From an optimization exercise on the open Yosys and OpenROAD flow, aimed at a short achievable clock period and few clock cycles; shortcuts taken in it are not production practice.
Function was checked by simulation only, so behaviour that the tests miss may differ from the original.
Power and IR drop assume default switching activity.

### design/flow/design.v
package rv_isa_pkg;
	localparam int xlen = 32;
	localparam int alu_func_w = 5;
	localparam logic [alu_func_w-1:0] alu_add  = 5'h00;
	localparam logic [alu_func_w-1:0] alu_sub  = 5'h01;
	localparam logic [alu_func_w-1:0] alu_and  = 5'h02;
	localparam logic [alu_func_w-1:0] alu_or   = 5'h03;
	localparam logic [alu_func_w-1:0] alu_xor  = 5'h04;
	localparam logic [alu_func_w-1:0] alu_sll  = 5'h05;
	localparam logic [alu_func_w-1:0] alu_srl  = 5'h06;
	localparam logic [alu_func_w-1:0] alu_sra  = 5'h07;
	localparam logic [alu_func_w-1:0] alu_slt  = 5'h08;
	localparam logic [alu_func_w-1:0] alu_sltu = 5'h09;
	localparam logic [alu_func_w-1:0] alu_div  = 5'h0a;
	localparam logic [alu_func_w-1:0] alu_rem  = 5'h0b;
	localparam logic [alu_func_w-1:0] alu_divu = 5'h0c;
	localparam logic [alu_func_w-1:0] alu_remu = 5'h0d;
endpackage
package ex_pkg;
	localparam int tag_w = 4;
	localparam logic [31:0] result_rst = '0;
	localparam int div_b = 1;
	localparam int div_s = (32 + div_b - 1) / div_b;
	localparam int div_nw = div_s * div_b;
	localparam int div_mw   = 32 + div_b;
	localparam int div_mulw = div_mw * ((1 << div_b) - 1);
endpackage
`timescale 1ns/1ps
import rv_isa_pkg::*;
module int_alu (
	input  logic [rv_isa_pkg::alu_func_w-1:0] func,
	input  logic [rv_isa_pkg::xlen-1:0]       opa,
	input  logic [rv_isa_pkg::xlen-1:0]       opb,
	output logic [rv_isa_pkg::xlen-1:0]       sum,
	output logic [rv_isa_pkg::xlen-1:0]       diff,
	output logic [rv_isa_pkg::xlen-1:0]       misc,
	output logic                              lt,
	output logic [3:0]                        pick
);
	logic [4:0] shamt;
	logic       lt_signed;
	logic       lt_unsigned;
	logic       sum_co;
	logic       diff_co;
	assign shamt = opb[4:0];
	ks_add #(.w(xlen)) add_i (
		.a    (opa),
		.b    (opb),
		.cin  (1'b0),
		.sum  (sum),
		.cout (sum_co)
	);
	ks_add #(.w(xlen)) sub_i (
		.a    (opa),
		.b    (~opb),
		.cin  (1'b1),
		.sum  (diff),
		.cout (diff_co)
	);
	assign lt_unsigned = !diff_co;
	assign lt_signed   = (opa[xlen-1] ^ opb[xlen-1]) ? opa[xlen-1] : lt_unsigned;
	assign lt          = (func == alu_slt) ? lt_signed : lt_unsigned;
	always_comb begin
		case (func)
			alu_and: begin
				misc = opa & opb;
			end
			alu_or: begin
				misc = opa | opb;
			end
			alu_xor: begin
				misc = opa ^ opb;
			end
			alu_sll: begin
				misc = opa << shamt;
			end
			alu_srl: begin
				misc = opa >> shamt;
			end
			alu_sra: begin
				misc = $signed(opa) >>> shamt;
			end
			default: begin
				misc = '0;
			end
		endcase
	end
	always_comb begin
		case (func)
			alu_add: begin
				pick = 4'b0001;
			end
			alu_sub: begin
				pick = 4'b0010;
			end
			alu_and, alu_or, alu_xor, alu_sll, alu_srl, alu_sra: begin
				pick = 4'b0100;
			end
			alu_slt, alu_sltu: begin
				pick = 4'b1000;
			end
			default: begin
				pick = 4'b0000;
			end
		endcase
	end
endmodule
module int_alu_pick (
	input  logic [rv_isa_pkg::xlen-1:0] sum,
	input  logic [rv_isa_pkg::xlen-1:0] diff,
	input  logic [rv_isa_pkg::xlen-1:0] misc,
	input  logic                        lt,
	input  logic [3:0]                  pick,
	output logic [rv_isa_pkg::xlen-1:0] result
);
	assign result = ({xlen{pick[0]}} & sum)
	              | ({xlen{pick[1]}} & diff)
	              | ({xlen{pick[2]}} & misc)
	              | {{(xlen-1){1'b0}}, pick[3] & lt};
endmodule
`timescale 1ns/1ps
import rv_isa_pkg::*;
import ex_pkg::*;
module ks_add #(
	parameter int w = 32
) (
	input  logic [w-1:0] a,
	input  logic [w-1:0] b,
	input  logic         cin,
	output logic [w-1:0] sum,
	output logic         cout
);
	localparam int lv = (w < 2) ? 1 : (w < 4) ? 2 : (w < 8) ? 3 : (w < 16) ? 4 : (w < 32) ? 5 : (w < 64) ? 6 : 7;
	logic [w:0] g [0:lv];
	logic [w:0] p [0:lv];
	assign g[0] = {a & b, cin};
	assign p[0] = {a ^ b, 1'b0};
	for (genvar l = 0; l < lv; l++) begin : g_lv
		for (genvar i = 0; i <= w; i++) begin : g_bit
			if (i >= (1 << l)) begin : g_op
				assign g[l+1][i] = g[l][i] | (p[l][i] & g[l][i-(1<<l)]);
				assign p[l+1][i] = p[l][i] & p[l][i-(1<<l)];
			end else begin : g_pass
				assign g[l+1][i] = g[l][i];
				assign p[l+1][i] = p[l][i];
			end
		end
	end
	assign sum  = p[0][w:1] ^ g[lv][w-1:0];
	assign cout = g[lv][w];
endmodule
module div_stage (
	input  logic                             clk,
	input  logic [rv_isa_pkg::xlen-1:0]      r_in,
	input  logic [ex_pkg::div_nw-1:0]        nq_in,
	input  logic [ex_pkg::div_mulw-1:0]      mul_in,
	output logic [rv_isa_pkg::xlen-1:0]      r_out,
	output logic [ex_pkg::div_nw-1:0]        nq_out,
	output logic [ex_pkg::div_mulw-1:0]      mul_out
);
	localparam int mw = div_mw;
	localparam int nk = 1 << div_b;
	logic [mw-1:0]     rs;
	logic [mw-1:0]     diff [0:nk-1];
	logic [nk:0]       ge;
	logic [div_b-1:0]  digit;
	logic [xlen-1:0]   r_next;
	assign rs = {r_in, nq_in[div_nw-1 -: div_b]};
	assign diff[0] = rs;
	assign ge[0]   = 1'b1;
	assign ge[nk]  = 1'b0;
	for (genvar k = 1; k < nk; k++) begin : g_sub
		ks_add #(.w(mw)) sub_i (
			.a    (rs),
			.b    (~mul_in[(k-1)*mw +: mw]),
			.cin  (1'b1),
			.sum  (diff[k]),
			.cout (ge[k])
		);
	end
	always_comb begin
		digit  = '0;
		r_next = '0;
		for (int k = 0; k < nk; k++) begin
			if (ge[k] && !ge[k+1]) begin
				digit  = digit | div_b'(k);
				r_next = r_next | diff[k][xlen-1:0];
			end
		end
	end
	always_ff @(posedge clk) begin
		r_out   <= r_next;
		nq_out  <= {nq_in[div_nw-div_b-1:0], digit};
		mul_out <= mul_in;
	end
endmodule
module div_multiples (
	input  logic [rv_isa_pkg::xlen-1:0]      d,
	output logic [ex_pkg::div_mulw-1:0]      mul
);
	localparam int mw = div_mw;
	localparam int nk = 1 << div_b;
	for (genvar k = 1; k < nk; k++) begin : g_mul
		if (k == 1) begin : g_one
			assign mul[(k-1)*mw +: mw] = mw'(d);
		end else if ((k % 2) == 0) begin : g_even
			assign mul[(k-1)*mw +: mw] = {mul[(k/2-1)*mw +: mw-1], 1'b0};
		end else begin : g_odd
			logic [mw-1:0] lo;
			logic [mw-1:0] hi;
			logic          co;
			assign lo = mw'(d);
			assign hi = mw'(d) * mw'(k - 1);
			ks_add #(.w(mw)) add_i (
				.a    (lo),
				.b    (hi),
				.cin  (1'b0),
				.sum  (mul[(k-1)*mw +: mw]),
				.cout (co)
			);
		end
	end
endmodule
module divider (
	input  logic                             clk,
	input  logic [rv_isa_pkg::xlen-1:0]      n_in,
	input  logic [ex_pkg::div_mulw-1:0]      mul_in,
	output logic [rv_isa_pkg::xlen-1:0]      quotient,
	output logic [rv_isa_pkg::xlen-1:0]      remainder
);
	logic [xlen-1:0]     r_p   [0:div_s];
	logic [xlen-1:0]     r_st  [1:div_s];
	logic [div_nw-1:0]   nq_p  [0:div_s];
	logic [div_mulw-1:0] mul_p [0:div_s];
	assign r_p[0]   = '0;
	assign nq_p[0]  = div_nw'(n_in);
	assign mul_p[0] = mul_in;
	for (genvar s = 0; s < div_s; s++) begin : g_st
		div_stage st_i (
			.clk     (clk),
			.r_in    (r_p[s]),
			.nq_in   (nq_p[s]),
			.mul_in  (mul_p[s]),
			.r_out   (r_st[s+1]),
			.nq_out  (nq_p[s+1]),
			.mul_out (mul_p[s+1])
		);
		if ((s + 1) * div_b < xlen) begin : g_nar
			assign r_p[s+1] = {{(xlen-(s+1)*div_b){1'b0}}, r_st[s+1][(s+1)*div_b-1:0]};
		end else begin : g_full
			assign r_p[s+1] = r_st[s+1];
		end
	end
	assign quotient  = nq_p[div_s][xlen-1:0];
	assign remainder = r_p[div_s];
endmodule
`timescale 1ns/1ps
import rv_isa_pkg::*;
import ex_pkg::*;
module ex_issue_ctrl (
	input  logic                              clk,
	input  logic                              rst,
	input  logic                              issue_valid,
	input  logic [rv_isa_pkg::alu_func_w-1:0] issue_func,
	input  logic [rv_isa_pkg::xlen-1:0]       issue_opa,
	input  logic [rv_isa_pkg::xlen-1:0]       issue_opb,
	input  logic [ex_pkg::tag_w-1:0]          issue_tag,
	input  logic [rv_isa_pkg::xlen-1:0]       alu_sum,
	input  logic [rv_isa_pkg::xlen-1:0]       alu_diff,
	input  logic [rv_isa_pkg::xlen-1:0]       alu_misc,
	input  logic                              alu_lt,
	input  logic [3:0]                        alu_pick,
	input  logic [rv_isa_pkg::xlen-1:0]       quotient,
	input  logic [rv_isa_pkg::xlen-1:0]       remainder,
	output logic [rv_isa_pkg::alu_func_w-1:0] op_func,
	output logic [rv_isa_pkg::xlen-1:0]       op_a,
	output logic [rv_isa_pkg::xlen-1:0]       op_b,
	output logic [rv_isa_pkg::xlen-1:0]       div_n,
	output logic [ex_pkg::div_mulw-1:0]       div_mul,
	output logic                              ex_busy,
	output logic                              result_valid,
	output logic [rv_isa_pkg::xlen-1:0]       result_data,
	output logic [ex_pkg::tag_w-1:0]          result_tag
);
	localparam int meta_w = tag_w + 4;
	logic              v0;
	logic [tag_w-1:0]  t0;
	logic              is_div;
	logic              signed_op;
	logic [xlen-1:0]   a_mag;
	logic [xlen-1:0]   b_mag;
	logic              v1;
	logic [tag_w-1:0]  t1;
	logic              sel_r1;
	logic              qneg1;
	logic              rneg1;
	logic [xlen-1:0]   sum1;
	logic [xlen-1:0]   diff1;
	logic [xlen-1:0]   misc1;
	logic              lt1;
	logic [3:0]        pick1;
	logic [xlen-1:0]   alu1;
	logic [xlen-1:0]   n1;
	logic [xlen-1:0]   d1;
	logic [meta_w-1:0] meta [0:div_s];
	logic [xlen-1:0]   q_fix;
	logic [xlen-1:0]   r_fix;
	assign ex_busy = 1'b0;
	always_ff @(posedge clk) begin
		if (rst) begin
			v0 <= 1'b0;
		end else begin
			v0 <= issue_valid;
		end
		op_func <= issue_func;
		op_a    <= issue_opa;
		op_b    <= issue_opb;
		t0      <= issue_tag;
	end
	assign is_div    = op_func[3] && (op_func[2] || op_func[1]);
	assign signed_op = op_func[3] && !op_func[2] && op_func[1];
	logic [xlen-1:0] a_inv;
	logic [xlen-1:0] b_inv;
	logic            a_co;
	logic            b_co;
	ks_add #(.w(xlen)) a_inv_i (
		.a    (~op_a),
		.b    ('0),
		.cin  (1'b1),
		.sum  (a_inv),
		.cout (a_co)
	);
	ks_add #(.w(xlen)) b_inv_i (
		.a    (~op_b),
		.b    ('0),
		.cin  (1'b1),
		.sum  (b_inv),
		.cout (b_co)
	);
	assign a_mag = (signed_op && op_a[xlen-1]) ? a_inv : op_a;
	assign b_mag = (signed_op && op_b[xlen-1]) ? b_inv : op_b;
	always_ff @(posedge clk) begin
		if (rst) begin
			v1 <= 1'b0;
		end else begin
			v1 <= v0;
		end
		t1     <= t0;
		sel_r1 <= !is_div || op_func[0];
		qneg1  <= is_div && signed_op && (op_a[xlen-1] ^ op_b[xlen-1]) && (op_b != '0);
		rneg1  <= is_div && signed_op && op_a[xlen-1];
		sum1   <= alu_sum;
		diff1  <= alu_diff;
		misc1  <= alu_misc;
		lt1    <= alu_lt;
		pick1  <= alu_pick;
		n1     <= is_div ? a_mag : '0;
		d1     <= is_div ? b_mag : '0;
	end
	int_alu_pick pick_i (
		.sum    (sum1),
		.diff   (diff1),
		.misc   (misc1),
		.lt     (lt1),
		.pick   (pick1),
		.result (alu1)
	);
	assign div_n = n1 | alu1;
	div_multiples mul_i (
		.d   (d1),
		.mul (div_mul)
	);
	assign meta[0] = {v1, t1, sel_r1, qneg1, rneg1};
	always_ff @(posedge clk) begin
		for (int s = 0; s < div_s; s++) begin
			if (rst) begin
				meta[s+1][meta_w-1] <= 1'b0;
			end else begin
				meta[s+1][meta_w-1] <= meta[s][meta_w-1];
			end
			meta[s+1][meta_w-2:0] <= meta[s][meta_w-2:0];
		end
	end
	logic [xlen-1:0] q_inv;
	logic [xlen-1:0] r_inv;
	logic            q_co;
	logic            r_co;
	ks_add #(.w(xlen)) q_inv_i (
		.a    (~quotient),
		.b    ('0),
		.cin  (1'b1),
		.sum  (q_inv),
		.cout (q_co)
	);
	ks_add #(.w(xlen)) r_inv_i (
		.a    (~remainder),
		.b    ('0),
		.cin  (1'b1),
		.sum  (r_inv),
		.cout (r_co)
	);
	assign q_fix = meta[div_s][1] ? q_inv : quotient;
	assign r_fix = meta[div_s][0] ? r_inv : remainder;
	always_ff @(posedge clk) begin
		if (rst) begin
			result_valid <= 1'b0;
		end else begin
			result_valid <= meta[div_s][meta_w-1];
		end
		result_tag  <= meta[div_s][meta_w-2 -: tag_w];
		result_data <= meta[div_s][2] ? r_fix : q_fix;
	end
endmodule
`timescale 1ns/1ps
import rv_isa_pkg::*;
import ex_pkg::*;
module int_ex_unit (
	input  logic                              clk,
	input  logic                              rst,
	input  logic                              issue_valid,
	input  logic [rv_isa_pkg::alu_func_w-1:0] issue_func,
	input  logic [rv_isa_pkg::xlen-1:0]       issue_opa,
	input  logic [rv_isa_pkg::xlen-1:0]       issue_opb,
	input  logic [ex_pkg::tag_w-1:0]          issue_tag,
	output logic                              ex_busy,
	output logic                              result_valid,
	output logic [rv_isa_pkg::xlen-1:0]       result_data,
	output logic [ex_pkg::tag_w-1:0]          result_tag
);
	logic [alu_func_w-1:0] op_func;
	logic [xlen-1:0]       op_a;
	logic [xlen-1:0]       op_b;
	logic [xlen-1:0]       alu_sum;
	logic [xlen-1:0]       alu_diff;
	logic [xlen-1:0]       alu_misc;
	logic                  alu_lt;
	logic [3:0]            alu_pick;
	logic [xlen-1:0]       div_n;
	logic [div_mulw-1:0]   div_mul;
	logic [xlen-1:0]       quotient;
	logic [xlen-1:0]       remainder;
	ex_issue_ctrl ctrl_i (
		.clk          (clk),
		.rst          (rst),
		.issue_valid  (issue_valid),
		.issue_func   (issue_func),
		.issue_opa    (issue_opa),
		.issue_opb    (issue_opb),
		.issue_tag    (issue_tag),
		.alu_sum      (alu_sum),
		.alu_diff     (alu_diff),
		.alu_misc     (alu_misc),
		.alu_lt       (alu_lt),
		.alu_pick     (alu_pick),
		.quotient     (quotient),
		.remainder    (remainder),
		.op_func      (op_func),
		.op_a         (op_a),
		.op_b         (op_b),
		.div_n        (div_n),
		.div_mul      (div_mul),
		.ex_busy      (ex_busy),
		.result_valid (result_valid),
		.result_data  (result_data),
		.result_tag   (result_tag)
	);
	int_alu alu_i (
		.func   (op_func),
		.opa    (op_a),
		.opb    (op_b),
		.sum    (alu_sum),
		.diff   (alu_diff),
		.misc   (alu_misc),
		.lt     (alu_lt),
		.pick   (alu_pick)
	);
	divider div_i (
		.clk       (clk),
		.n_in      (div_n),
		.mul_in    (div_mul),
		.quotient  (quotient),
		.remainder (remainder)
	);
endmodule
### design/flow/run.sh
#!/bin/bash
# synth_recipe.tcl (not shown) runs the flow's synth.tcl, then flattens the netlist and writes it again
# the make line also repeats each setting of config.mk as NAME=value (left out here)
make -C /OpenROAD-flow-scripts/flow DESIGN_CONFIG=/design/flow/config.mk WORK_HOME=/design/flow/orfs CLKGATE_MAP_FILE= SYNTH_SCRIPT=/design/flow/synth_recipe.tcl finish
### design/flow/config.mk
export PLATFORM = sky130hd
export DESIGN_NAME = int_ex_unit
export DESIGN_NICKNAME = int_ex_unit
export VERILOG_FILES = /design/flow/design.v
export SDC_FILE = /design/flow/constraint.sdc
export NUM_CORES = 4
export LEC_CHECK = 0
export ABC_AREA = 1
export CAP_MARGIN = 20
export CORE_MARGIN = 2
export CORE_UTILIZATION = 60
export SETUP_SLACK_MARGIN = 5.0
export SLEW_MARGIN = 20
export TNS_END_PERCENT = 100
### design/flow/constraint.sdc
create_clock -name core_clock -period 8.0 [get_ports {clk}]
set_input_delay 1.6000 -clock core_clock [delete_from_list [all_inputs] [get_ports {clk}]]
set_output_delay 1.6000 -clock core_clock [all_outputs]
set_load 0.01 [all_outputs]
==> impl_results.md, run 1 <==
* Die X at 449 um
* Global-route wire length before repair at 561000 um
* Max Buffers Root-to-Sink at 4
* Max transition margin at 0.237
* Pin count of the biggest net entering global routing at 73
* Unrepaired setup endpoints after global routing: true
* Total vias in the final route at 99598
* Instance count of the mapped netlist at 14496
* Startpoint of the tightest hold check path: div_i.g_st[25].st_i.nq_out[12]$_DFF_P_
* Avg Inst Size Synth at 8.20 um^2
* Area of all sequential standard cells at 61800 um^2
* Overflow after GRT at 0
* Residual DRC count at 0
* Worst Clk Skew at 0.0964 ns
* Root Buffer Master: clkbuf_16
* Count of cell types in the netlist at 67
* Num CTS Buffers at 309
* Most common cell after layout, fill and taps aside: nand2_1
* Initial standard-cell utilization of the core at 0.603
* PD cells at 383 nW/um^2
* Data arrival, critical path at 3.86 ns
* Die Y at 449 um
* Antenna violations before repair at 9
* Post-CTS clock slew at the launch and capture registers of the worst setup and hold paths at 0.06 ns
* Count of flip-flops with a built-in enable after synthesis at 0
* Number of pins with negative max-slew slack in the final report at 0
* Area of combinational cells with multiple inputs at 49200 um^2
* Kind of critical path: reg -> reg
* Netlist Area Pre-Place at 119000 um^2
* Core area at 197000 um^2
* Register bit count reported by yosys at 3083
* Syn nets at 15232
* Count of maximum capacitance violations at 0
* Compound-Gate Fraction of Synth Area at 0.0730
* Post-synthesis mux area share at 0.000253
* Synth Area in Simple Gates at 0.241
* Proportion of layout cells with a drive suffix above 1 at 0.0547
* Number of global-route vias before repair at 96955
* Commonest non-fill, non-tap cells in the layout: nand2_1 (3749), dfxtp_1 (3048), inv_1 (1864)
* Number of clock sinks at 3083
* Area Growth Syn to Fin at 12.0%
* CTS tree: yes
* Final nets at 15466
* Warnings from Yosys at 21
* Average via count per standard cell at 5.66
* Cts-stage hold buffer count at 0
* Slew at the pin closest to its max-slew limit at 1.15 ns
* Overall die area at 202000 um^2
* # fillers at 15644
* Max Fclk at 314 MHz
* XOR/XNOR share of the synthesized area at 0.0277
* Half-perimeter wire length after placement at 272000 um
* Number of buffers added on ports at 112
* Final setup vio count at 0
* Top-Level Pins at 114
* Routed wire per std cell at 21.1 um
* H-Tree Level Count at 5
* Sequential element share of the synthesized area at 0.519
* Sum of routed wire length over all layers at 372000 um
* Number of iterations in the first detailed-routing pass at 10
* Result of the run: finished clean
* Start point of the critical path: ctrl_i.op_func[0]$_DFF_P_
* Largest family of logic cells by synthesized area: simple AND/OR/NAND/NOR gates
* Req. time, crit path at 8.68 ns
* Pleak at 63.4 nW
* Kind of launch point of the worst setup path: flip-flop
* Clock latency on the worst-skew pair at 0.99 ns
* Worst-case vdd ir drop at 0.275 mV
* Hold Worst Slack at 0.254 ns
* Layout Utilization at 0.675
* Share of synthesized cell area in full adder, half adder and majority cells at 0.0695
* Endpoints failing hold at 0
* TNS Setup at 0 ns
* Start of the worst register-to-register path: ctrl_i.op_func[0]$_DFF_P_
* Overall track demand over capacity in global routing at 0.356
* DRT iter0 DRCs at 11134
* Number of placement rows at 163
* Global placer's final weighted congestion at 1.05
* Post-synthesis async set-or-reset flop share at 0
* Most used DFF post-synth: dfxtp_1
* Post-layout minimum cycle time at 3.19 ns
* Share of the clock period used by the worst path after layout at 0.398
* CP Max Fanout at 27
* Type of the tightest min-delay check: reg -> reg
* Type of element capturing the critical path: flip-flop
* Antenna violation net count after detailed routing at 0
## per-layer routing
metal	up-vias	global-route usage	wire length, um
li1	47065	-	-
met1	46028	0.441	148000
met2	5154	0.586	170000
met3	1349	0.0538	28300
met4	2	0.214	25500
met5	-	0	13
## cell usage after synthesis (40+ instances only)
master | number | share of area
o21ai_0 | 482 | 0.020
dfxtp_1 | 3083 | 0.52
o21a_1 | 42 | 0.0027
nand3_1 | 1038 | 0.044
inv_1 | 1865 | 0.059
a21oi_1 | 759 | 0.032
nand2_1 | 3754 | 0.12
xnor2_1 | 71 | 0.0052
ha_1 | 659 | 0.069
nor3_1 | 164 | 0.0069
nand4_1 | 339 | 0.018
a21o_1 | 40 | 0.0025
xor2_1 | 305 | 0.022
clkbuf_1 | 104 | 0.0033
nand3_2 | 40 | 0.0034
buf_2 | 73 | 0.0031
nand3b_1 | 67 | 0.0042
o21ai_1 | 76 | 0.0032
nor4_1 | 103 | 0.0054
nor2_1 | 1024 | 0.032
o21bai_1 | 68 | 0.0043
## final cells by class
cell class,instances,area share
Timing Repair Buffer,150,0.0106
Multi-Input combinational cell,9304,0.370
Inverter,1882,0.0531
Tap cell,2640,0.0248
Antenna cell,9,0.000169
Clock buffer,398,0.0649
Sequential cell,3083,0.464
Clock inverter,138,0.0126
## timing repair
| action | in CTS | in global routing |
|---|---|---|
| resized for setup | 223 | 58 |
| buffers inserted | 0 | 3 |
| pin swaps | 2 | 5 |
| endpoints found under the hold margin | 0 | 0 |
| gates cloned | 2 | 5 |
| setup endpoints to repair | 340 | 306 |
## report_power, final
group | internal, W | switching (W) | total, W | leakage, nW
clock | 0.00863 | 0.00611 | 0.0147 | 5.02
combinational | 0.00572 | 0.0117 | 0.0174 | 32.8
sequential | 0.0173 | 0.00149 | 0.0188 | 25.5
total | 0.0317 | 0.0193 | 0.0510 | 63.4
## stage by stage
step                setup slack (ns)  power, W  cell area (um^2)  instances
floorplan                       5.54    0.0308            119000      14496
global placement                4.43    0.0354            122000      17049
detailed placement              4.39    0.0356            122000      17049
CTS                             4.96    0.0505            133000      17587
global route                    4.89    0.0537            133000      17596
finish                          4.81    0.0510            133000      17604
## cells by family after synthesis
| logic type | Yosys count |
|---|---|
| and+or+nand+nor | 6665 |
| DFF | 3083 |
| buffers and inverters | 2115 |
| AOI/OAI and AO/OA | 1593 |
| adders and majority gates | 660 |
| xor gates and xnor gates | 376 |
| muxes | 3 |
| other | 1 |
## critical path: stages, from the launching register on
cell and delay [ns]:
dfxtp_1 0.48, inv_1 0.18, nand3_1 0.51, inv_2 0.45, a211oi_1 0.94, nand4_1 0.34
## registers in the layout, summed over array words and instances, names as in the netlist, 32 cells and up
register / flops
ctrl_i.misc1: 32
ctrl_i.op_b: 32
ctrl_i.op_a: 32
div_i.g_st.st_i.nq_out: 1024
div_i.g_st.st_i.r_out: 528
ctrl_i.n1: 32
div_i.g_st.st_i.mul_out: 992
ctrl_i.meta: 256
ctrl_i.sum1: 32
ctrl_i.d1: 32
ctrl_i.result_data: 32
## final timing paths
kind / endpoint / slack (ns) / cells past startpoint
worst max-delay path: ctrl_i.misc1[29]$_DFF_P_ / 4.81 / 5
worst min-delay path: div_i.g_st[26].st_i.nq_out[13]$_DFF_P_ / 0.25 / 0
worst max register to register: ctrl_i.misc1[29]$_DFF_P_ / 4.81 / 5
worst min register to register: div_i.g_st[26].st_i.nq_out[13]$_DFF_P_ / 0.25 / 0
Testbench counts, summed over its fixed seeds: cycles 5,080.
==> run 2: changes to the inputs <==
--- a/design/flow/design.v
+++ b/design/flow/design.v
@@ -21,3 +21,3 @@
 	localparam logic [31:0] result_rst = '0;
-	localparam int div_b = 1;
+	localparam int div_b = 2;
 	localparam int div_s = (32 + div_b - 1) / div_b;
@@ -304,3 +304,3 @@
 	logic [xlen-1:0]   d1;
-	logic [meta_w-1:0] meta [0:div_s];
+	logic [meta_w-1:0] meta [0:div_s+1];
 	logic [xlen-1:0]   q_fix;
@@ -359,2 +359,3 @@
 	end
+	logic [div_mulw-1:0] mul1;
 	int_alu_pick pick_i (
@@ -367,10 +368,13 @@
 	);
-	assign div_n = n1 | alu1;
 	div_multiples mul_i (
 		.d   (d1),
-		.mul (div_mul)
+		.mul (mul1)
 	);
+	always_ff @(posedge clk) begin
+		div_n   <= n1 | alu1;
+		div_mul <= mul1;
+	end
 	assign meta[0] = {v1, t1, sel_r1, qneg1, rneg1};
 	always_ff @(posedge clk) begin
-		for (int s = 0; s < div_s; s++) begin
+		for (int s = 0; s <= div_s; s++) begin
 			if (rst) begin
@@ -401,4 +405,4 @@
 	);
-	assign q_fix = meta[div_s][1] ? q_inv : quotient;
-	assign r_fix = meta[div_s][0] ? r_inv : remainder;
+	assign q_fix = meta[div_s+1][1] ? q_inv : quotient;
+	assign r_fix = meta[div_s+1][0] ? r_inv : remainder;
 	always_ff @(posedge clk) begin
@@ -407,6 +411,6 @@
 		end else begin
-			result_valid <= meta[div_s][meta_w-1];
+			result_valid <= meta[div_s+1][meta_w-1];
 		end
-		result_tag  <= meta[div_s][meta_w-2 -: tag_w];
-		result_data <= meta[div_s][2] ? r_fix : q_fix;
+		result_tag  <= meta[div_s+1][meta_w-2 -: tag_w];
+		result_data <= meta[div_s+1][2] ? r_fix : q_fix;
 	end
==> impl_results.md, run 2 <==
* Result of the run: finished clean
* Routed wire per std cell at 22.0 um (+4.2%)
* Kind of launch point of the worst setup path: flip-flop
* Register bit count reported by yosys at 2275 (-26%)
* Die X at 453 um (+0.85%)
* R2R Path End: div_i.g_st[12].st_i.r_out[19]$_DFF_P_
* Post-synthesis async set-or-reset flop share at 0 (unchanged)
* Worst Clk Skew at 0.0860 ns (-0.0104 ns)
* Sequential element share of the synthesized area at 0.377 (-0.143)
* Count of placed standard cells in the final layout, fillers left out at 20286 (+15%)
* Fraction of post-synthesis cell area in the top cell type by area at 0.377 (-0.143)
* PD cells at 382 nW/um^2 (-0.27%)
* Post-Place Worst Slack at 4.54 ns (+0.155 ns)
* DRT iter0 DRCs at 12806 (+15%)
* Overall die area at 205000 um^2 (+1.7%)
* Endpoints failing hold at 0 (unchanged)
* Final nets at 18448 (+19%)
* Delay of the slowest cell on the worst path at 0.74 ns (-0.20 ns)
* Most frequently used cell type in the post-synthesis netlist: nand2_1
* Top-Level Pins at 114 (unchanged)
* Post-CTS clock slew at the launch and capture registers of the worst setup and hold paths at 0.07 ns (about the same)
* Number of placement rows at 164 (+0.61%)
* Post-layout minimum cycle time at 3.03 ns (-0.152 ns)
* Worst-case vdd ir drop at 0.282 mV (+2.7%)
* Sum of routed wire length over all layers at 446000 um (+20%)
* Warnings from Yosys at 21 (unchanged)
* Global placer's final weighted congestion at 1.09 (+4.3%)
* Commonest non-fill, non-tap cells in the layout: nand2_1 (5021), inv_1 (2552), dfxtp_1 (2235)
* Count of cell types in the netlist at 76 (+13%)
* Max Buffers Root-to-Sink at 3 (-1)
* TNS Setup at 0 ns (unchanged)
* Proportion of layout cells with a drive suffix above 1 at 0.0451 (-0.00963)
* H-Tree Level Count at 4 (-1)
* Top post-synthesis cells by area: dfxtp_1 (38%), nand2_1 (16%), ha_1 (9.7%)
* Syn nets at 18249 (+20%)
* Pleak at 66.5 nW (+5.0%)
* Half-perimeter wire length after placement at 359000 um (+32%)
* Largest registers: div_i.g_st.st_i.mul_out x975, div_i.g_st.st_i.nq_out x512, div_i.g_st.st_i.r_out x272
* List of cells traversed by the critical path: ha_1 -> nand2_1 -> nor3_1 -> nand2_1 -> a21oi_1 -> inv_1 -> nand2_8 -> nand3_1 -> nand4_1
* Number of clock sinks at 2275 (-26%)
* Average via count per standard cell at 5.72 (+1.1%)
* Library cell with the largest summed area after synthesis: dfxtp_1
* Global-route met2 utilization at 0.666 (+0.0802)
* Met1 usage in global routing at 0.513 (+0.0720)
* Count of maximum capacitance violations at 0 (unchanged)
* Instance count of the mapped netlist at 17237 (+19%)
* Core area at 200000 um^2 (+1.4%)
* Clock latency on the worst-skew pair at 0.93 ns (-0.06 ns)
* Global-route wire length before repair at 655000 um (+17%)
* Residual DRC count at 0 (unchanged)
* Number of pins with negative max-slew slack in the final report at 0 (unchanged)
* Type of element capturing the critical path: flip-flop
* Type of the tightest min-delay check: reg -> reg
* Count of flip-flops with a built-in enable after synthesis at 0 (unchanged)
* Hold Worst Slack at 0.268 ns (+0.0140 ns)
* Number of placed instances with taps included at 19840 (+16%)
* Reg2Reg Depth at 9 (+4)
* Start point of the critical path: div_i.g_st[11].st_i.r_out[20]$_DFF_P_
* Final setup vio count at 0 (unchanged)
* Req. time, crit path at 8.73 ns (+0.05 ns)
* Cell with the largest stage delay on the worst path: dfxtp_1
* Most used DFF post-synth: dfxtp_1
* Most common cell after layout, fill and taps aside: nand2_1
* Max Fclk at 330 MHz (+5.0%)
* Met3 capacity usage during global routing at 0.0775 (+0.0237)
* Netlist Area Pre-Place at 121000 um^2 (+1.7%)
* Minimum setup slack in the final design at 4.97 ns (+0.152 ns)
* Antenna violation net count after detailed routing at 0 (unchanged)
* Start of the worst register-to-register path: div_i.g_st[11].st_i.r_out[20]$_DFF_P_
* Antenna violations before repair at 20 (+11)
* Overflow after GRT at 0 (unchanged)
* Data arrival, critical path at 3.76 ns (-0.10 ns)
* Pin count of the biggest net entering global routing at 70 (-4.1%)
* Leading post-synthesis cells by instance count: nand2_1 (5028), inv_1 (2558), dfxtp_1 (2275), nor2_1 (1388), nand3_1 (1144)
* Number of iterations in the first detailed-routing pass at 9 (-1)
* Kind of critical path: reg -> reg
* Register containing the most flip-flops in the final layout: div_i.g_st.st_i.mul_out
* Worst setup path end: div_i.g_st[12].st_i.r_out[19]$_DFF_P_
* Root Buffer Master: clkbuf_16
* CP Max Fanout at 25 (-7.4%)
* Die Y at 453 um (+0.85%)
* Unrepaired setup endpoints after global routing: true
* Number of global-route vias before repair at 109783 (+13%)
* Library cell appearing most often on the critical path: nand2_1
* Avg Inst Size Synth at 7.02 um^2 (-14%)
* Initial standard-cell utilization of the core at 0.605 (+0.00169)
* Number of flip-flops under the largest register name at 975 (-4.8%)
* Grt peak-use layer: met2
* Total vias in the final route at 116031 (+16%)
* CTS tree: yes
* Number of buffers added on ports at 112 (unchanged)
* Max transition margin at 0.161 (-0.0760)
* Overall track demand over capacity in global routing at 0.420 (+0.0639)
* Slew at the pin closest to its max-slew limit at 1.25 ns (+0.102 ns)
* Area Growth Syn to Fin at 10.1%
* Worst reg-to-reg setup slack at 4.97 ns (+0.15 ns)
* Num CTS Buffers at 216 (-30%)
* Share of the clock period used by the worst path after layout at 0.379 (-0.0190)
[run 2: changes by cell type after synthesis, sizes merged, moves of 50 or more]
cell and delta:
ha +275, nand3 +83, a21oi +266, dfxtp -808, nor2 +365, nand3b +61
nand2 +1295, xnor2 +71, inv +729, o21ai +96, o21bai +52, xor2 +110
nor3 +50
[run 2: cell type report]
class / instances / area [um^2]
timing repair inverter: 2 / 10.0
antenna: 10 / 25.0
multi-input combinational: 12161 / 64800
clock inverter: 113 / 1780
inverter: 2617 / 9870
tap: 2656 / 3320
timing repair buffer: 163 / 1650
fill: 17618 / 66900
clock buffer: 289 / 6110
sequential: 2275 / 45600
[run 2: how the worst min path moves through the flow]
| stage | from | end | slack [ns] | cells after the start |
|---|---|---|---|---|
| 2_1_floorplan | ctrl_i.meta[9][0]$_DFF_P_ | ctrl_i.meta[10][0]$_DFF_P_ | 0.31 | 0 |
| 3_3_place_gp | ctrl_i.meta[4][4]$_DFF_P_ | ctrl_i.meta[5][4]$_DFF_P_ | 0.31 | 0 |
| 3_5_place_dp | div_i.g_st[13].st_i.nq_out[4]$_DFF_P_ | div_i.g_st[14].st_i.nq_out[6]$_DFF_P_ | 0.31 | 0 |
| 4_1_cts | div_i.g_st[1].st_i.nq_out[27]$_DFF_P_ | div_i.g_st[2].st_i.nq_out[29]$_DFF_P_ | 0.26 | 0 |
| 5_1_grt | div_i.g_st[5].st_i.nq_out[13]$_DFF_P_ | div_i.g_st[6].st_i.nq_out[15]$_DFF_P_ | 0.27 | 0 |
| 6_report | div_i.g_st[14].st_i.nq_out[15]$_DFF_P_ | div_i.g_st[15].st_i.nq_out[17]$_DFF_P_ | 0.27 | 0 |
[run 2: kinds of logic after synthesis]
group,synth area share
XOR/XNOR,0.0403
AND/OR/NAND/NOR,0.301
other,0.0000310
AO/OA/AOI/OAI,0.0935
adder cells (fa/ha/maj),0.0969
buffers and inverters,0.0902
multiplexers,0.00116
flip-flops,0.377
[run 2: power by group]
part           internal [W]  switching [W]  leakage [nW]
Sequential           0.0129        0.00228          18.9
Clock               0.00637        0.00479          3.81
Combinational       0.00805         0.0165          43.8
[run 2: what timing repair did]
| action | in CTS | in global routing |
|---|---|---|
| hold buffers | 0 | 0 |
| pin swaps | 1 | 12 |
| buffers inserted | 0 | 21 |
| setup endpoints to repair | 118 | 234 |
| cloned | 0 | 13 |
| resized for setup | 201 | 110 |
[run 2: metrics by stage]
stage / utilization / total power [W] / instance area, um^2
3_5_place_dp: 0.622 / 0.0386 / 125000
4_1_cts: 0.662 / 0.0498 / 132000
6_report: 0.666 / 0.0509 / 133000
5_1_grt: 0.666 / 0.0539 / 133000
2_1_floorplan: - / 0.0313 / 121000
3_3_place_gp: 0.622 / 0.0385 / 125000
[run 2: worst max-delay path: cells and delay by family (launching register included)]
family,cells,cell delay (ns)
fa+ha+maj,1,0.35
buf+inv,1,0.18
compound gates,1,0.32
simple gates,6,1.28
flops,1,0.74
[run 2: metal layers]
layer | up-vias | wire, um | share of wire
li1 | 55639 | - | -
met1 | 52388 | 171000 | 0.38
met2 | 6314 | 193000 | 0.43
met3 | 1678 | 42900 | 0.096
met4 | 12 | 38600 | 0.086
met5 | - | 86 | 0.00019
Testbench counts of run 2, summed over its fixed seeds: cycles 4,960.
==> run 3: changes to the inputs <==
--- a/design/flow/config.mk
+++ b/design/flow/config.mk
@@ -10,3 +10,3 @@
 export CORE_MARGIN = 2
-export CORE_UTILIZATION = 60
+export CORE_UTILIZATION = 40
 export SETUP_SLACK_MARGIN = 5.0
==> impl_results.md, run 3 <==
* Result of the run: finished clean
* Family with the most delay on the worst path: simple AND/OR/NAND/NOR gates
* Residual DRC count at 0 (unchanged)
* Cts-stage hold buffer count at 0 (unchanged)
* Register bit count reported by yosys at 2275 (unchanged)
* Number of pins with negative max-slew slack in the final report at 0 (unchanged)
* Area of all sequential standard cells at 45600 um^2 (about the same)
* Most common cell after layout, fill and taps aside: nand2_1
* Leading post-synthesis cells by instance count: nand2_1 (5028), inv_1 (2558), dfxtp_1 (2275), nor2_1 (1388), nand3_1 (1144)
* Endpoints failing hold at 0 (unchanged)
* Top-Level Pins at 114 (unchanged)
* Data arrival, critical path at 3.63 ns (-0.13 ns)
* Half-perimeter wire length after placement at 396000 um (+10%)
* TNS Setup at 0 ns (unchanged)
* Type of element capturing the critical path: flip-flop
* Int Pwr at 0.0280 W (+2.2%)
* CP Max Fanout at 12 (-52%)
* Sequential element share of the synthesized area at 0.377 (unchanged)
* Fraction of post-synthesis cell area in the top cell type by area at 0.377 (unchanged)
* Die X at 554 um (+22%)
* Library cell appearing most often on the critical path: nand2_1
* Relative contribution of the clock network to total power at 0.226 (+0.007)
* Logic gate share of total power at 0.483 (about the same)
* Warnings from Yosys at 21 (unchanged)
* Die Y at 554 um (+22%)
* Area of combinational cells with multiple inputs at 64900 um^2 (+0.14%)
* Kind of critical path: reg -> reg
* Total power at 0.0524 W (+2.9%)
* Worst Clk Skew at 0.107 ns (+0.0208 ns)
* List of cells traversed by the critical path: inv_1 -> ha_1 -> nand2_1 -> nor2_1 -> nand3_1 -> nand3_1 -> nand2_1 -> nand2_1 -> nand2_1 -> nand2_4 -> clkinvlp_4 -> nand3_1 -> nand4_1
* Sum of routed wire length over all layers at 474000 um (+6.4%)
* CTS tree: yes
* Count of maximum capacitance violations at 0 (unchanged)
* Antenna violations before repair at 17 (-15%)
* Max Buffers Root-to-Sink at 4 (+1)
* Global-route wire length before repair at 685000 um (+4.6%)
* Core area at 300000 um^2 (+50%)
* Start point of the critical path: div_i.g_st[8].st_i.mul_out[42]$_DFF_P_
* Start of the worst register-to-register path: div_i.g_st[8].st_i.mul_out[42]$_DFF_P_
* Post-layout minimum cycle time at 3.00 ns (-0.0311 ns)
* Buffers plus inverters on the worst setup path at 2 (+1)
* Number of placement rows at 201 (+23%)
* Netlist Area Pre-Place at 121000 um^2 (unchanged)
* Library cell with the largest summed area after synthesis: dfxtp_1
* Instance count of the mapped netlist at 17237 (unchanged)
* H-Tree Level Count at 4 (unchanged)
* Largest registers: div_i.g_st.st_i.mul_out x975, div_i.g_st.st_i.nq_out x512, div_i.g_st.st_i.r_out x272
* PD cells at 387 nW/um^2 (+1.2%)
* Final nets at 18470 (+0.12%)
* Overall die area at 307000 um^2 (+50%)
* Average via count per standard cell at 5.17 (-9.6%)
* Number of flip-flops under the largest register name at 975 (unchanged)
* Post-synthesis async set-or-reset flop share at 0 (unchanged)
* Routed wire per std cell at 21.9 um (-0.29%)
* Slew at the pin closest to its max-slew limit at 1.39 ns (+0.138 ns)
* Share of the clock period used by the worst path after layout at 0.375 (-0.00389)
* DRT iter0 DRCs at 9860 (-23%)
* Pin count of the biggest net entering global routing at 82 (+17%)
* Final setup vio count at 0 (unchanged)
* Pleak at 66.9 nW (+0.51%)
* Number of buffers added on ports at 112 (unchanged)
* Register containing the most flip-flops in the final layout: div_i.g_st.st_i.mul_out
* Number of clock sinks at 2275 (unchanged)
* Top post-synthesis cells by area: dfxtp_1 (38%), nand2_1 (16%), ha_1 (9.7%)
* Antenna violation net count after detailed routing at 0 (unchanged)
* Max transition margin at 0.0662 (-0.0944)
* Type of the tightest min-delay check: reg -> reg
* Net Switching at 0.0244 W (+3.8%)
* Count of cell types in the netlist at 76 (unchanged)
* Total vias in the final route at 111849 (-3.6%)
* Kind of launch point of the worst setup path: flip-flop
* Req. time, crit path at 8.63 ns (-0.10 ns)
* Unrepaired setup endpoints after global routing: true
* Most frequently used cell type in the post-synthesis netlist: nand2_1
* Most used DFF post-synth: dfxtp_1
* Relative contribution of sequential cells to total power at 0.291 (-0.008)
* # fillers at 31264 (+77%)
* Cell with the largest stage delay on the worst path: dfxtp_1
* Worst reg-to-reg setup slack at 5.00 ns (+0.03 ns)
* Clock latency on the worst-skew pair at 0.97 ns (+0.04 ns)
* Num CTS Buffers at 240 (+11%)
* Worst-case vdd ir drop at 0.230 mV (-19%)
* Startpoint of the tightest hold check path: div_i.g_st[12].st_i.nq_out[11]$_DFF_P_
* Number of iterations in the first detailed-routing pass at 7 (-2)
* Global placer's final weighted congestion at 1.06 (-2.4%)
* Number of global-route vias before repair at 107318 (-2.2%)
* Avg Inst Size Synth at 7.02 um^2 (unchanged)
* Post-CTS clock slew at the launch and capture registers of the worst setup and hold paths at 0.07 ns (about the same)
* Overflow after GRT at 0 (unchanged)
* Overall track demand over capacity in global routing at 0.298 (-0.121)
* Proportion of layout cells with a drive suffix above 1 at 0.0497 (+0.00459)
* Initial standard-cell utilization of the core at 0.403 (-0.202)
* Area Growth Syn to Fin at 12.0%
* Syn nets at 18249 (unchanged)
* Commonest non-fill, non-tap cells in the layout: nand2_1 (5020), inv_1 (2557), dfxtp_1 (2200)
* Root Buffer Master: clkbuf_16
* Max Fclk at 333 MHz (+1.0%)
* Count of flip-flops with a built-in enable after synthesis at 0 (unchanged)
* Switching share of power at 0.466 (+0.00366)
* Delay of the slowest cell on the worst path at 0.45 ns (-0.29 ns)
[run 3: cell counts after synthesis]
Identical to the previous run, type by type.
[run 3: kinds of logic (layout without fill, tap and decap cells)]
| family | count (synthesis) | in the layout | synth area share |
|---|---|---|---|
| other | 1 | 18 | 0.0000310 |
| adders and majority gates | 936 | 936 | 0.0969 |
| muxes | 14 | 14 | 0.00116 |
| and+or+nand+nor | 8583 | 8592 | 0.301 |
| AOI/OAI and AO/OA | 2065 | 2065 | 0.0935 |
| buffers and inverters | 2806 | 3222 | 0.0902 |
| DFF | 2275 | 2275 | 0.377 |
| xor gates and xnor gates | 557 | 557 | 0.0403 |
[run 3: timing repair]
action | 4_1_cts | 5_1_grt
pin swaps | 5 | 11
resized for setup | 222 | 132
buffers inserted | 5 | 8
cloned | 3 | 6
endpoints found under the setup margin | 186 | 269
[run 3: cell type report]
| class | count | area share |
|---|---|---|
| timing repair buffer | 159 | 0.0116 |
| clock inverter | 130 | 0.0121 |
| inverter | 2617 | 0.0728 |
| clock buffer | 316 | 0.0508 |
| multi-input combinational | 12165 | 0.479 |
| tap | 3958 | 0.0365 |
| antenna | 17 | 0.000314 |
| sequential | 2275 | 0.337 |
[run 3: per-layer routing]
layer  routed length [um]  up-vias  track usage  part of all wire
li1                     -    55752            -                 -
met1               195000    51246        0.360              0.41
met2               217000     3783        0.499              0.46
met3                26700     1062       0.0351             0.056
met4                36100        6        0.196             0.076
met5                   29        -            0          0.000061
[run 3: worst paths after layout]
check | depth (start not counted) | to
setup reg to reg | 13 | div_i.g_st[9].st_i.r_out[15]$_DFF_P_
hold / removal | 0 | div_i.g_st[13].st_i.nq_out[13]$_DFF_P_
setup / recovery | 13 | div_i.g_st[9].st_i.r_out[15]$_DFF_P_
hold reg to reg | 0 | div_i.g_st[13].st_i.nq_out[13]$_DFF_P_
[run 3: power groups by stage]
| stage | clock [W] | combinational [W] | sequential [W] |
|---|---|---|---|
| finish | 0.0118 | 0.0253 | 0.0152 |
| global route | 0.0125 | 0.0280 | 0.0152 |
| CTS | 0.0121 | 0.0246 | 0.0151 |
| detailed placement | 0 | 0.0244 | 0.0153 |
| global placement | 0 | 0.0246 | 0.0154 |
| floorplan | 0 | 0.0174 | 0.0139 |
[run 3: per-stage QoR]
step | hold slack [ns] | cell area (um^2) | setup WS, ns | cells | util
detailed placement | 0.312 | 126000 | 4.45 | 21152 | 0.420
floorplan | 0.310 | 121000 | 5.37 | 17237 | -
finish | 0.244 | 136000 | 5.00 | 21637 | 0.451
CTS | 0.230 | 135000 | 4.91 | 21606 | 0.449
global placement | 0.310 | 126000 | 4.45 | 21151 | 0.420
global route | 0.252 | 135000 | 4.95 | 21633 | 0.451
==> run 4: changes to the inputs <==
--- a/design/flow/design.v
+++ b/design/flow/design.v
@@ -36,3 +36,3 @@
 	output logic [rv_isa_pkg::xlen-1:0]       misc,
-	output logic                              lt,
+	output logic [2:0]                        lt,
 	output logic [3:0]                        pick
@@ -60,4 +60,4 @@
 	assign lt_unsigned = !diff_co;
-	assign lt_signed   = (opa[xlen-1] ^ opb[xlen-1]) ? opa[xlen-1] : lt_unsigned;
-	assign lt          = (func == alu_slt) ? lt_signed : lt_unsigned;
+	assign lt_signed   = (func == alu_slt) && (opa[xlen-1] ^ opb[xlen-1]);
+	assign lt          = {lt_signed, opa[xlen-1], lt_unsigned};
 	always_comb begin
@@ -111,3 +111,3 @@
 	input  logic [rv_isa_pkg::xlen-1:0] misc,
-	input  logic                        lt,
+	input  logic [2:0]                  lt,
 	input  logic [3:0]                  pick,
@@ -118,3 +118,3 @@
 	              | ({xlen{pick[2]}} & misc)
-	              | {{(xlen-1){1'b0}}, pick[3] & lt};
+	              | {{(xlen-1){1'b0}}, pick[3] & (lt[2] ? lt[1] : lt[0])};
 endmodule
@@ -270,3 +270,3 @@
 	input  logic [rv_isa_pkg::xlen-1:0]       alu_misc,
-	input  logic                              alu_lt,
+	input  logic [2:0]                        alu_lt,
 	input  logic [3:0]                        alu_pick,
@@ -299,3 +299,3 @@
 	logic [xlen-1:0]   misc1;
-	logic              lt1;
+	logic [2:0]        lt1;
 	logic [3:0]        pick1;
@@ -439,3 +439,3 @@
 	logic [xlen-1:0]       alu_misc;
-	logic                  alu_lt;
+	logic [2:0]            alu_lt;
 	logic [3:0]            alu_pick;
--- a/design/flow/config.mk
+++ b/design/flow/config.mk
@@ -10,3 +10,3 @@
 export CORE_MARGIN = 2
-export CORE_UTILIZATION = 40
+export CORE_UTILIZATION = 50
 export SETUP_SLACK_MARGIN = 5.0
==> impl_results.md, run 4 <==
* Pleak at 66.8 nW (about the same)
* Post-layout minimum cycle time at 3.05 ns (+0.0469 ns)
* Number of pins with negative max-slew slack in the final report at 0 (unchanged)
* Die Y at 496 um (-10%)
* Post-Place Worst Slack at 4.32 ns (-0.121 ns)
* Residual DRC count at 0 (unchanged)
* Global-route wire length before repair at 661000 um (-3.5%)
* Delay of the slowest cell on the worst path at 0.36 ns (-0.09 ns)
* Type of element capturing the critical path: output port
* Post-CTS clock slew at the launch and capture registers of the worst setup and hold paths at 0.07 ns (about the same)
* Type of the tightest min-delay check: reg -> reg
* Commonest non-fill, non-tap cells in the layout: nand2_1 (5019), inv_1 (2541), dfxtp_1 (2246)
* Register bit count reported by yosys at 2277 (+0.088%)
* Slew at the pin closest to its max-slew limit at 1.30 ns (-0.0831 ns)
* Worst-case vdd ir drop at 0.228 mV (-0.79%)
* Average via count per standard cell at 5.34 (+3.4%)
* Antenna violations before repair at 28 (+11)
* Endpoints failing hold at 0 (unchanged)
* Kind of launch point of the worst setup path: flip-flop
* Unrepaired setup endpoints after global routing: true
* Sequential element share of the synthesized area at 0.376 (-0.000610)
* Routed wire per std cell at 21.8 um (-0.65%)
* Overall die area at 246000 um^2 (-20%)
* Start of the worst register-to-register path: ctrl_i.op_b[18]$_DFF_P_
* Fraction of post-synthesis cell area in the top cell type by area at 0.376 (-0.000610)
* Start point of the critical path: ctrl_i.result_tag[3]$_DFF_P_
* Half-perimeter wire length after placement at 377000 um (-4.9%)
* Global placer's final weighted congestion at 1.07 (about the same)
* H-Tree Level Count at 4 (unchanged)
* Family with the most delay on the worst path: flip-flops
* Count of cell types in the netlist at 75 (-1.3%)
* Kind of critical path: reg -> out
* Cell with the largest stage delay on the worst path: dfxtp_4
* Final setup vio count at 0 (unchanged)
* List of cells traversed by the critical path: buf_12
* Most common cell after layout, fill and taps aside: nand2_1
* Syn nets at 18272 (+0.13%)
* Post-synthesis async set-or-reset flop share at 0 (unchanged)
* Overflow after GRT at 0 (unchanged)
* Top-Level Pins at 114 (unchanged)
* Most frequently used cell type in the post-synthesis netlist: nand2_1
* Minimum setup slack in the final design at 4.95 ns (-0.0469 ns)
* Worst reg-to-reg setup slack at 4.99 ns (about the same)
* Proportion of layout cells with a drive suffix above 1 at 0.0460 (-0.00362)
* Final nets at 18478 (+0.043%)
* Total non-filler cell area in the finished layout at 134000 um^2 (-0.88%)
* Number of buffers added on ports at 112 (unchanged)
* Number of placement rows at 180 (-10%)
* R2R Path End: ctrl_i.diff1[31]$_DFF_P_
* Layout Utilization at 0.558 (+0.107)
* Max Buffers Root-to-Sink at 3 (-1)
* Num CTS Buffers at 228 (-5.0%)
* Reg2Reg Depth at 10 (-3)
* Count of flip-flops with a built-in enable after synthesis at 0 (unchanged)
* CP Max Fanout at 1 (-11)
* Post-place instance area at 125000 um^2 (-0.63%)
* Avg Inst Size Synth at 7.03 um^2 (+0.12%)
* TNS Setup at 0 ns (unchanged)
* CTS tree: yes
* Req. time, crit path at 6.40 ns (-2.23 ns)
* Data arrival, critical path at 1.45 ns (-2.18 ns)
* Share of the clock period used by the worst path after layout at 0.381 (+0.00587)
* Clock latency on the worst-skew pair at 0.92 ns (-0.05 ns)
* Top post-synthesis cells by area: dfxtp_1 (38%), nand2_1 (16%), ha_1 (9.6%)
* Max transition margin at 0.124 (+0.0580)
* # fillers at 23985 (-23%)
* Pin count of the biggest net entering global routing at 78 (-4.9%)
* Warnings from Yosys at 21 (unchanged)
* Antenna violation net count after detailed routing at 0 (unchanged)
* Die X at 496 um (-10%)
* Instance count of the mapped netlist at 17260 (+0.13%)
* Buffers plus inverters on the worst setup path at 1 (-1)
* Register containing the most flip-flops in the final layout: div_i.g_st.st_i.mul_out
* Root Buffer Master: clkbuf_16
* Number of flip-flops under the largest register name at 975 (unchanged)
* Startpoint of the tightest hold check path: ctrl_i.meta[17][4]$_DFF_P_
* Library cell with the largest summed area after synthesis: dfxtp_1
* Number of global-route vias before repair at 107150 (-0.16%)
* Hold Worst Slack at 0.316 ns (+0.0718 ns)
* Number of iterations in the first detailed-routing pass at 9 (+2)
* End point of the worst hold path: ctrl_i.result_tag[1]$_DFF_P_
* Core area at 241000 um^2 (-20%)
* PD cells at 383 nW/um^2 (-0.91%)
* Number of cells on the critical path at 1 (-12)
* Worst Clk Skew at 0.0791 ns (-0.0277 ns)
* Netlist Area Pre-Place at 121000 um^2 (+0.25%)
* Leading post-synthesis cells by instance count: nand2_1 (5021), inv_1 (2544), dfxtp_1 (2277), nor2_1 (1418), nand3_1 (1159)
* Initial standard-cell utilization of the core at 0.504 (+0.101)
* Area Growth Syn to Fin at 10.8%
* Most used DFF post-synth: dfxtp_1
* Number of clock sinks at 2277 (+0.088%)
* Sum of routed wire length over all layers at 455000 um (-4.1%)
* Cell depth of the worst hold path at 0 (unchanged)
* Largest registers: div_i.g_st.st_i.mul_out x975, div_i.g_st.st_i.nq_out x512, div_i.g_st.st_i.r_out x272
* Result of the run: finished clean
* Max Fclk at 328 MHz (-1.5%)
* Total vias in the final route at 111603 (-0.22%)
* Count of maximum capacitance violations at 0 (unchanged)
* DRT iter0 DRCs at 9718 (-1.4%)
* Overall track demand over capacity in global routing at 0.359 (+0.0608)
==> run 4: through the flow <==
step / power (W) / cells
6_report: 0.0515 / 20880
4_1_cts: 0.0507 / 20823
3_5_place_dp: 0.0391 / 20391
3_3_place_gp: 0.0392 / 20391
5_1_grt: 0.0547 / 20875
2_1_floorplan: 0.0314 / 17260
==> run 4: where the power goes <==
part | switching [W] | internal (W)
registers | 0.00232 | 0.0129
clock network | 0.00488 | 0.00662
logic | 0.0166 | 0.00808
total | 0.0238 | 0.0276
==> run 4: worst max-delay path by stage <==
| stage | to | slack, ns |
|---|---|---|
| detailed placement | ctrl_i.diff1[20]$_DFF_P_ | 4.32 |
| finish | result_tag[3] | 4.95 |
| global placement | ctrl_i.diff1[20]$_DFF_P_ | 4.37 |
| CTS | result_tag[3] | 4.86 |
| global route | result_tag[3] | 4.90 |
| floorplan | ctrl_i.sum1[22]$_DFF_P_ | 5.44 |
==> run 4: routing by layer <==
metal / global-route usage / share of wire / up-vias
met5: 0 / 0.00022 / -
met1: 0.418 / 0.39 / 50523
met3: 0.0506 / 0.060 / 1324
met2: 0.596 / 0.46 / 4044
met4: 0.275 / 0.089 / 14
li1: - / - / 55698
==> run 4: cells by family after synthesis <==
group | Yosys count | share of synthesized area
xor gates and xnor gates | 552 | 0.0399
buffers and inverters | 2780 | 0.0895
AOI/OAI and AO/OA | 2082 | 0.0947
DFF | 2277 | 0.376
other | 1 | 0.0000309
and+or+nand+nor | 8620 | 0.302
muxes | 12 | 0.000991
adders and majority gates | 936 | 0.0967
==> run 4: layout make-up <==
type / instances / area, um^2 / share of cell area
Tap cell: 3185 / 3990 / 0.0297
Sequential cell: 2277 / 45600 / 0.340
Clock inverter: 138 / 1960 / 0.0146
Timing Repair inverter: 1 / 7.51 / 0.0000559
Timing Repair Buffer: 157 / 1580 / 0.0117
Inverter: 2591 / 9770 / 0.0727
Antenna cell: 36 / 90.1 / 0.000671
Clock buffer: 285 / 6240 / 0.0465
Multi-Input combinational cell: 12210 / 65100 / 0.484
==> run 4: repair_timing <==
action / in CTS / in global routing
buffers inserted: 5 / 17
hold buffers: 0 / 0
gates resized for setup: 197 / 77
pin swaps: 4 / 12
setup endpoints to repair: 166 / 255
cloned: 4 / 4
Testbench counts of run 4, summed over its fixed seeds: cycles 4,960.
==> run 5: changes to the inputs <==
==> design/flow/flow/run.sh (new file) <==
#!/bin/bash
set -euo pipefail
bash standard.sh SETUP_SLACK_MARGIN=5.5 finish > standard_flow.log 2>&1
==> design/flow/standard.sh (new file) <==
#!/bin/bash
# synth_recipe.tcl (not shown) runs the flow's synth.tcl, then flattens the netlist and writes it again
# the make line also repeats each setting of config.mk as NAME=value (left out here)
make -C /OpenROAD-flow-scripts/flow DESIGN_CONFIG=/design/flow/config.mk WORK_HOME=/design/flow/orfs CLKGATE_MAP_FILE= SYNTH_SCRIPT=/design/flow/synth_recipe.tcl "${@:-finish}"
--- a/design/flow/config.mk
+++ b/design/flow/config.mk
@@ -10,4 +10,3 @@
 export CORE_MARGIN = 2
-export CORE_UTILIZATION = 50
-export SETUP_SLACK_MARGIN = 5.0
+export CORE_UTILIZATION = 60
 export SLEW_MARGIN = 20
removed: design/flow/run.sh
==> impl_results.md, run 5 <==
* Half-perimeter wire length after placement at 363000 um (-3.6%)
* Global placer's final weighted congestion at 1.08 (+1.6%)
* TNS Setup at 0 ns (unchanged)
* Post-layout minimum cycle time at 2.97 ns (-0.0751 ns)
* Req. time, crit path at 6.40 ns (about the same)
* Warnings from Yosys at 21 (unchanged)
* # fillers at 16543 (-31%)
* Top-Level Pins at 114 (unchanged)
* Buffers plus inverters on the worst setup path at 1 (unchanged)
* CTS tree: yes
* Worst Clk Skew at 0.0965 ns (+0.0174 ns)
* Initial standard-cell utilization of the core at 0.602 (+0.0981)
* Final setup vio count at 0 (unchanged)
* Count of flip-flops with a built-in enable after synthesis at 0 (unchanged)
* Number of buffers added on ports at 112 (unchanged)
* Count of maximum capacitance violations at 0 (unchanged)
* PD cells at 384 nW/um^2 (+0.32%)
* Number of iterations in the first detailed-routing pass at 10 (+1)
* Commonest non-fill, non-tap cells in the layout: nand2_1 (4898), inv_1 (2461), dfxtp_1 (1899)
* Fraction of post-synthesis cell area in the top cell type by area at 0.376 (unchanged)
* Clock latency on the worst-skew pair at 0.95 ns (+0.03 ns)
* Instance count of the mapped netlist at 17260 (unchanged)
* Result of the run: finished clean
* Residual DRC count at 0 (unchanged)
* Total vias in the final route at 119887 (+7.4%)
* Top post-synthesis cells by area: dfxtp_1 (38%), nand2_1 (16%), ha_1 (9.6%)
* Proportion of layout cells with a drive suffix above 1 at 0.122 (+0.0763)
* Register bit count reported by yosys at 2277 (unchanged)
* Syn nets at 18272 (unchanged)
* Post-CTS clock slew at the launch and capture registers of the worst setup and hold paths at 0.07 ns (about the same)
* Slew at the pin closest to its max-slew limit at 1.07 ns (-0.231 ns)
* Leading post-synthesis cells by instance count: nand2_1 (5021), inv_1 (2544), dfxtp_1 (2277), nor2_1 (1418), nand3_1 (1159)
* Kind of launch point of the worst setup path: flip-flop
* Area of combinational cells with multiple inputs at 70600 um^2 (+8.4%)
* Overall die area at 206000 um^2 (-17%)
* Root Buffer Master: clkbuf_16
* Data arrival, critical path at 1.37 ns (-0.08 ns)
* Cell with the largest stage delay on the worst path: dfxtp_1
* Count of cell types in the netlist at 75 (unchanged)
* Die Y at 454 um (-8.6%)
* Pin count of the biggest net entering global routing at 53 (-32%)
* Antenna violation net count after detailed routing at 0 (unchanged)
* Final nets at 18695 (+1.2%)
* Start point of the critical path: ctrl_i.result_valid$_SDFF_PP0_
* Post-synthesis async set-or-reset flop share at 0 (unchanged)
* Overall track demand over capacity in global routing at 0.434 (+0.0749)
* Die X at 454 um (-8.6%)
* Most common cell after layout, fill and taps aside: nand2_1
* List of cells traversed by the critical path: buf_2
* H-Tree Level Count at 4 (unchanged)
* Unrepaired setup endpoints after global routing: true
* Routed wire per std cell at 23.0 um (+5.4%)
* Number of pins with negative max-slew slack in the final report at 0 (unchanged)
* Global-route wire length before repair at 675000 um (+2.1%)
* Pleak at 68.6 nW (+2.7%)
* Max transition margin at 0.280 (+0.155)
* Sum of routed wire length over all layers at 473000 um (+3.9%)
* Number of placement rows at 165 (-8.3%)
* Largest registers: div_i.g_st.st_i.mul_out x975, div_i.g_st.st_i.nq_out x512, div_i.g_st.st_i.r_out x272
* Start of the worst register-to-register path: ctrl_i.op_func[3]$_DFF_P_
* Avg Inst Size Synth at 7.03 um^2 (unchanged)
* Worst-case vdd ir drop at 0.261 mV (+14%)
* Area of all sequential standard cells at 46400 um^2 (+1.6%)
* Number of global-route vias before repair at 111592 (+4.1%)
* Number of flip-flops under the largest register name at 975 (unchanged)
* Core area at 201000 um^2 (-16%)
* Family with the most delay on the worst path: flip-flops
* Max Buffers Root-to-Sink at 3 (unchanged)
* Kind of critical path: reg -> out
* Sequential element share of the synthesized area at 0.376 (unchanged)
* Antenna violations before repair at 28 (unchanged)
* Overflow after GRT at 0 (unchanged)
* Startpoint of the tightest hold check path: div_i.g_st[8].st_i.nq_out[27]$_DFF_P_
* Average via count per standard cell at 5.83 (+9.0%)
* Max Fclk at 336 MHz (+2.5%)
* CP Max Fanout at 1 (unchanged)
* Num CTS Buffers at 218 (-4.4%)
* Library cell with the largest summed area after synthesis: dfxtp_1
* Type of element capturing the critical path: output port
* Most frequently used cell type in the post-synthesis netlist: nand2_1
* Netlist Area Pre-Place at 121000 um^2 (unchanged)
* Most used DFF post-synth: dfxtp_1
* Type of the tightest min-delay check: reg -> reg
* Number of clock sinks at 2277 (unchanged)
* Endpoints failing hold at 0 (unchanged)
* Delay of the slowest cell on the worst path at 0.29 ns (-0.07 ns)
* Area Growth Syn to Fin at 17.0%
* Post-Place Worst Slack at 4.59 ns (+0.270 ns)
* Minimum setup slack in the final design at 5.03 ns (+0.0751 ns)
* Share of the clock period used by the worst path after layout at 0.372 (-0.00939)
* DRT iter0 DRCs at 14075 (+45%)
* Register containing the most flip-flops in the final layout: div_i.g_st.st_i.mul_out
-- run 5: cell counts after synthesis --
Identical to the previous run, type by type.
-- run 5: timing repair --
| item | CTS | global route |
|---|---|---|
| cloned | 24 | 16 |
| endpoints found under the setup margin | 419 | 399 |
| hold buffers | 0 | 0 |
| buffers inserted | 76 | 138 |
| resized for setup | 788 | 1099 |
| pin swaps | 54 | 119 |
-- run 5: per-layer routing --
layer  wire length, um  vias up  track usage
li1                  -    56216            -
met1            176000    54714        0.520
met2            205000     7003        0.678
met3             48600     1934       0.0935
met4             43200       20        0.336
met5               123        -      0.00233
-- run 5: worst paths after layout --
kind,slack [ns],end,depth (start not counted)
max,5.03,result_valid,1
min,0.29,div_i.g_st[9].st_i.nq_out[29]$_DFF_P_,0
min reg2reg,0.29,div_i.g_st[9].st_i.nq_out[29]$_DFF_P_,0
max reg2reg,5.26,ctrl_i.misc1[24]$_DFF_P_,8
-- run 5: power by group --
part	total [W]	leakage [nW]	internal, W	switching (W)
Clock	0.0111	3.78	0.00627	0.00485
Sequential	0.0155	19.0	0.0131	0.00245
Combinational	0.0279	45.8	0.00987	0.0180
-- run 5: layout make-up --
cell class	instances	share of cell area
Clock buffer	286	0.0431
Sequential cell	2277	0.327
Antenna cell	34	0.000600
Timing Repair inverter	3	0.000159
Inverter	2591	0.0699
Multi-Input combinational cell	12227	0.497
Timing Repair Buffer	365	0.0267
Tap cell	2672	0.0236
Clock inverter	121	0.0121
-- run 5: metrics by stage --
stage	instances	utilization	hold WS (ns)	instance area [um^2]	power, W
3_3_place_gp	19880	0.619	0.310	125000	0.0388
5_1_grt	20562	0.704	0.294	142000	0.0574
2_1_floorplan	17260	-	0.310	121000	0.0314
6_report	20576	0.704	0.290	142000	0.0546
4_1_cts	20387	0.674	0.292	136000	0.0511
3_5_place_dp	19880	0.619	0.312	125000	0.0389
-- run 5: kinds of logic (layout without fill, tap and decap cells) --
group,after synthesis,count (layout),share of synthesized area
XOR/XNOR,552,552,0.0399
adder cells (fa/ha/maj),936,936,0.0967
flip-flops,2277,2277,0.376
AO/OA/AOI/OAI,2082,2083,0.0947
multiplexers,12,12,0.000991
other,1,35,0.0000309
AND/OR/NAND/NOR,8620,8643,0.302
buffers and inverters,2780,3366,0.0895

[port drivers added, routing unchanged]
No port has a modelled driver above. Below, the same layouts with a new extraction and two added sets of constraints. Step 1 (the two cells are an assumption about what drives the block):
set clk [get_ports {clk}]
set_driving_cell -lib_cell sky130_fd_sc_hd__clkbuf_16 $clk
set_driving_cell -lib_cell sky130_fd_sc_hd__buf_2 [delete_from_list [all_inputs] $clk]
Step 2 also shifts input and output timing later by t, the mid clock arrival at the registers, as if the neighbouring blocks saw the same clock. a / b / c = ideal ports / drivers / drivers and shift; a / b = the first two.
run	shift t [ns]	slack for setup (ns)	worst data-port slew with drivers (ns)
run 1	1.032	4.815 / 4.815 / 4.815	0.05
run 2	0.986	4.967 / 4.886 / 4.872	0.21
run 3	1.025	4.998 / 4.889 / 4.998	0.07
run 4	0.983	4.951 / 4.853 / 4.986	0.32
run 5	1.008	5.026 / 4.922 / 5.217	0.14
After both steps setup and hold are still met in every run listed. The setup slack of run 2, which loses most, moves by -0.081 ns with the drivers and by -0.095 ns with both steps.
